Background: an optimization exercise with open tools, aiming at small area. Do not read the settings as production practice. In this exercise RTL edits were held to simulation tests only and were not proved equivalent to the original. Power and IR drop assume default switching activity.

$ cat design/flow/config.mk
export PLATFORM = sky130hd
export DESIGN_NAME = reg_bank_wb
export DESIGN_NICKNAME = reg_bank_wb
export VERILOG_FILES = /design/flow/design.v
export SDC_FILE = /design/flow/constraint.sdc
export NUM_CORES = 4
export LEC_CHECK = 0
export CAP_MARGIN = 20
export CORE_MARGIN = 2
export CORE_UTILIZATION = 40
export SLEW_MARGIN = 20
$ cat design/flow/constraint.sdc
create_clock -name core_clock -period 6.5 [get_ports {clk}]
set_input_delay 1.3000 -clock core_clock [delete_from_list [all_inputs] [get_ports {clk}]]
set_output_delay 1.3000 -clock core_clock [all_outputs]
set_load 0.01 [all_outputs]
$ cat design/flow/design.v
module reg_bank_wb #(
    parameter logic [31:0] SP_INIT = 32'd227,
    parameter logic        BYPASS  = 1'b1
) (
    input  logic        clk,
    input  logic        reset,
    input  logic        reg_write,
    input  logic [4:0]  read_reg1,
    input  logic [4:0]  read_reg2,
    input  logic [4:0]  write_reg,
    input  logic [31:0] write_data,
    output logic [31:0] read_data1,
    output logic [31:0] read_data2,
    output logic [15:0] wr_count
);
    localparam logic [4:0] SP_ADDR = 5'd29;
    logic [31:0] regs [32];
    logic        wr_accept;
    logic        fwd1;
    logic        fwd2;
    always_comb begin
        wr_accept = 1'b0;
        if (reg_write == 1'b1 && reset == 1'b0) begin
            wr_accept = (write_reg != 5'd0);
        end
    end
    always_ff @(posedge clk) begin
        if (reset) begin
            for (int unsigned i = 0; i < 32; i++) begin
                if (i == 29) begin
                    regs[i[4:0]] <= SP_INIT;
                end else begin
                    regs[i[4:0]] <= '0;
                end
            end
        end else if (wr_accept) begin
            regs[write_reg] <= write_data;
        end
    end
    always_ff @(posedge clk) begin
        if (reset) begin
            wr_count <= '0;
        end else if (wr_accept) begin
            wr_count <= wr_count + 16'd1;
        end
    end
    always_comb begin
        fwd1 = 1'b0;
        fwd2 = 1'b0;
        if (BYPASS == 1'b1 && wr_accept) begin
            fwd1 = (read_reg1 == write_reg);
            fwd2 = (read_reg2 == write_reg);
        end
    end
    always_comb begin
        read_data1 = '0;
        read_data2 = '0;
        if (read_reg1 != 5'd0) begin
            read_data1 = fwd1 ? write_data : regs[read_reg1];
        end
        if (read_reg2 != 5'd0) begin
            read_data2 = fwd2 ? write_data : regs[read_reg2];
        end
    end
    logic unused_sp;
    assign unused_sp = ^SP_ADDR;
endmodule
$ cat design/flow/run.sh
#!/bin/bash
# synth_recipe.tcl (not shown) runs the flow's synth.tcl, then flattens the netlist and writes it again
# the make line also repeats each setting of config.mk as NAME=value (left out here)
make -C /OpenROAD-flow-scripts/flow DESIGN_CONFIG=/design/flow/config.mk WORK_HOME=/design/flow/orfs CLKGATE_MAP_FILE= SYNTH_SCRIPT=/design/flow/synth_recipe.tcl finish
==> results.json <==
{
  "synth.lib_cells_used.distinct": 61,
  "run_status": "finished clean",
  "grt.overflow.total": 0,
  "io-pin-count": 130,
  "cp_data_arrival_time_ns": 4.83,
  "fraction_of_layout_instances_using_a_drive_strength_above_1_pct": 25.1,
  "numCtsBuffers": 116,
  "fin_skew_ns": 0.0107,
  "path_class": "input port to output pin",
  "power_density_nw_per_um2": 260,
  "rsz_0062_raised_after_global_routing": "no",
  "static_leakage_power_nw": 21.8,
  "cts.root.buffer_cell": "sky130_fd_sc_hd__clkbuf_16",
  "clock_path_buffers": 3,
  "grt_first_pass_wirelength_mm": 283,
  "worstHoldPathType": "flip-flop to flip-flop",
  "placeableCoreArea_um2": 139000,
  "mostFrequentLayoutCell": "sky130_fd_sc_hd__edfxtp_1",
  "drc_errors": 0,
  "worstPathMaxFanout": 19,
  "drt-initial-drc-count": 5432,
  "cap_violations": 0,
  "clkSinkCount": 1040,
  "dr_total_vias": 36428,
  "timing.max_slew.rel_slack_pct": 23.2,
  "postPlaceCellArea_um2": 60300,
  "die_w_um": 379,
  "max_freq_ghz": 0.163,
  "worst_slack_ns": 0.373,
  "synthArstFlopShare_pct": 0,
  "reg2regPathDepth": 5,
  "syn_inst": 3681,
  "die-area_um2": 143000,
  "dp_cells": 5511,
  "timing.final.crit_share_pct": 94.3,
  "cts.reportedPaths.clkPinSlew_ns": 0.06,
  "crit_path_end_kind": "output pin",
  "hold_violations": 0,
  "finalSetupViolCount": 0,
  "cp_startpoint_kind": "input port",
  "critical_path_required_ns": 5.20,
  "post_cts_buffers": 0,
  "dp_hpwl_mm": 118,
  "synth-seq-cells": 1040,
  "routabilityCongestion": 0.836,
  "grt_antenna_before_repair": 18,
  "clk_lat_worst_skew_ns": 0.75,
  "layout.cell_area.non_filler_um2": 63900,
  "cts.hold.buffers_added": 0,
  "total_of_buffers_placed_on_input_and_output_ports": 129,
  "cts_tree": "built",
  "first_global_vias": 36083,
  "initial_utilization_pct": 40.3,
  "post_synth.cell_area_avg_um2": 15.3,
  "dp_slack_ns": 0.469,
  "detail-route-antenna-nets": 0,
  "h-tree-depth": 3,
  "number_of_synthesized_flops_with_an_enable_pin": 1024,
  "slew_viol_final": 0,
  "netlist_area_um2": 56200,
  "worst_ir_drop_vdd_mv": 0.206,
  "setup-tns-final_ns": 0,
  "largest_net_degree_at_the_start_of_global_routing": 62,
  "detail_route.wl_per_cell_um": 35.6,
  "area_growth_syn_to_layout_pct": 13.9,
  "synth_flop_cell": "sky130_fd_sc_hd__edfxtp_1",
  "viasPerCell": 6.35,
  "rows": 137,
  "drtPass1Iterations": 5,
  "fill_cells": 11959,
  "grtUsageTotal_pct": 28.5,
  "floorplan.die.height_um": 379,
  "nNetsFinal": 3804,
  "layout.cells.most_common_list": "sky130_fd_sc_hd__edfxtp_1 (1024), sky130_fd_sc_hd__and2_1 (989), sky130_fd_sc_hd__mux4_2 (509)",
  "hold_path_cell_cnt": 2,
  "register_area_share_after_synthesis_pct": 55.3,
  "synth_warnings": 1,
  "postCtsResizedCells": 0,
  "final_cell_count_no_fill": 5734,
  "worstMarginPinSlew_ns": 1.15,
  "routed_wl_mm": 204,
  "finalWorstPathRequiredPeriod_ns": 6.13,
  "fin_util_pct": 45.9
}
[cell type report]
cell class	count	area, um2	area share (%)
flip-flops and latches	1040	31100	48.6
well taps	1876	2350	3.67
inverters	6	22.5	0.0352
repair buffers	321	3110	4.86
clock buffers	140	3100	4.85
multi-input cells	2268	23700	37.0
diodes	6	15.0	0.0235
clock inverters	77	588	0.920
[worst max-delay path, cell delays in order]
cell	delay (ns)
sky130_fd_sc_hd__clkdlybuf4s50_1	0.43
sky130_fd_sc_hd__or3_1	0.59
sky130_fd_sc_hd__o21ai_2	0.25
sky130_fd_sc_hd__nor3_2	0.08
sky130_fd_sc_hd__buf_12	0.18
sky130_fd_sc_hd__nor2_4	0.77
sky130_fd_sc_hd__buf_4	0.35
sky130_fd_sc_hd__a221o_1	0.25
sky130_fd_sc_hd__clkdlybuf4s50_1	0.57
[Yosys cell counts, types with 4 or more instances]
| library cell | count | area [um2] |
|---|---|---|
| sky130_fd_sc_hd__dfxtp_1 | 16 | 320 |
| sky130_fd_sc_hd__xnor2_1 | 15 | 131 |
| sky130_fd_sc_hd__nor3_1 | 15 | 75.1 |
| sky130_fd_sc_hd__and2_1 | 989 | 6190 |
| sky130_fd_sc_hd__buf_6 | 19 | 214 |
| sky130_fd_sc_hd__a211oi_1 | 90 | 676 |
| sky130_fd_sc_hd__a221o_1 | 42 | 420 |
| sky130_fd_sc_hd__edfxtp_1 | 1024 | 30700 |
| sky130_fd_sc_hd__nor2b_1 | 58 | 363 |
| sky130_fd_sc_hd__xor2_1 | 6 | 52.6 |
| sky130_fd_sc_hd__a211o_1 | 26 | 228 |
| sky130_fd_sc_hd__o21ai_1 | 6 | 30.0 |
| sky130_fd_sc_hd__a21oi_1 | 18 | 90.1 |
| sky130_fd_sc_hd__mux2_2 | 7 | 78.8 |
| sky130_fd_sc_hd__o22ai_1 | 13 | 81.3 |
| sky130_fd_sc_hd__a221oi_1 | 32 | 280 |
| sky130_fd_sc_hd__nor3b_1 | 21 | 158 |
| sky130_fd_sc_hd__nand2_1 | 34 | 128 |
| sky130_fd_sc_hd__o21ai_0 | 9 | 45.0 |
| sky130_fd_sc_hd__mux4_2 | 509 | 11500 |
| sky130_fd_sc_hd__a2111oi_0 | 7 | 61.3 |
| sky130_fd_sc_hd__inv_1 | 5 | 18.8 |
| sky130_fd_sc_hd__o211ai_1 | 6 | 45.0 |
| sky130_fd_sc_hd__or2_1 | 8 | 50.1 |
| sky130_fd_sc_hd__a32oi_1 | 7 | 61.3 |
| sky130_fd_sc_hd__mux2_1 | 7 | 78.8 |
| sky130_fd_sc_hd__o21a_1 | 4 | 30.0 |
| sky130_fd_sc_hd__nand3_1 | 9 | 45.0 |
| sky130_fd_sc_hd__nor2_1 | 54 | 203 |
| sky130_fd_sc_hd__or3_1 | 14 | 87.6 |
| sky130_fd_sc_hd__or2_2 | 24 | 150 |
| sky130_fd_sc_hd__nand3b_1 | 6 | 45.0 |
| sky130_fd_sc_hd__buf_1 | 19 | 71.3 |
| sky130_fd_sc_hd__a22oi_1 | 10 | 75.1 |
| sky130_fd_sc_hd__nand2b_1 | 7 | 43.8 |
| sky130_fd_sc_hd__mux2i_1 | 157 | 1570 |
| sky130_fd_sc_hd__buf_4 | 19 | 143 |
| sky130_fd_sc_hd__buf_2 | 68 | 340 |
| sky130_fd_sc_hd__clkbuf_1 | 273 | 1020 |
[path summary, 6_finish.rpt]
kind / startpoint / to / slack [ns]
min: wr_count[6] / wr_count[6] / 0.52
max reg2reg: wr_count[3] / wr_count[13] / 4.73
max: write_reg[3] / read_data1[21] / 0.37
min reg2reg: wr_count[6] / wr_count[6] / 0.52
[through the flow]
step | power (mW) | hold slack, ns
2_1_floorplan | 9.27 | 0.504
5_1_grt | 17.0 | 0.554
6_report | 16.6 | 0.523
3_3_place_gp | 10.2 | 0.494
3_5_place_dp | 10.2 | 0.507
4_1_cts | 16.6 | 0.524
[cell families (layout without fill, tap and decap cells)]
logic type	after synthesis	after routing	share of synthesized area, %
xor gates and xnor gates	21	21	0.328
buffers and inverters	404	544	3.23
AOI/OAI and AO/OA	285	285	4.03
and+or+nand+nor	1249	1249	13.6
adders and majority gates	1	1	0.0223
DFF	1040	1040	55.3
other	1	38	0.00668
muxes	680	680	23.5
[registers in the layout, indices dropped and copies added (netlist names)]
name and cells:
regs 1024, wr_count 16
[metal layers]
layer | routed length [um] | global-route usage, % | up-vias
met3 | 23500 | 6.98 | 409
met5 | 10 | 0 | -
li1 | - | - | 14389
met1 | 79300 | 39.3 | 19238
met2 | 94100 | 44.2 | 2390
met4 | 6940 | 9.21 | 2
[where the power goes]
part,total (mW),internal [mW],switching [mW]
logic,2.19,0.969,1.22
clock network,6.51,3.65,2.86
registers,7.91,7.73,0.181
total,16.6,12.4,4.26

## what the ideal ports hide
In the flow no input, the clock included, has a driving cell. The finished layout below was timed again as built, in two steps. Step 1: set_driving_cell puts a clkbuf_16 on clk and a buf_2 on each other input, an assumption about the parent block. Step 2 adds t to the input delays and takes it off the output delays; t is the mean of the earliest and latest rising clock arrival at the registers after step 1. Input paths then give back, and output paths get back, about the clock's delay inside the block. a / b / c = ideal ports / drivers / drivers and shift; a / b = the first two.
t, ns: 0.824
setup WS [ns]: 0.373 / 0.350 / 0.350
worst register clock-pin slew, ns: 0.07 / 0.07
After both steps this run still meets setup and hold. The setup slack of this run moves by -0.023 ns with the drivers and by -0.023 ns with both steps.
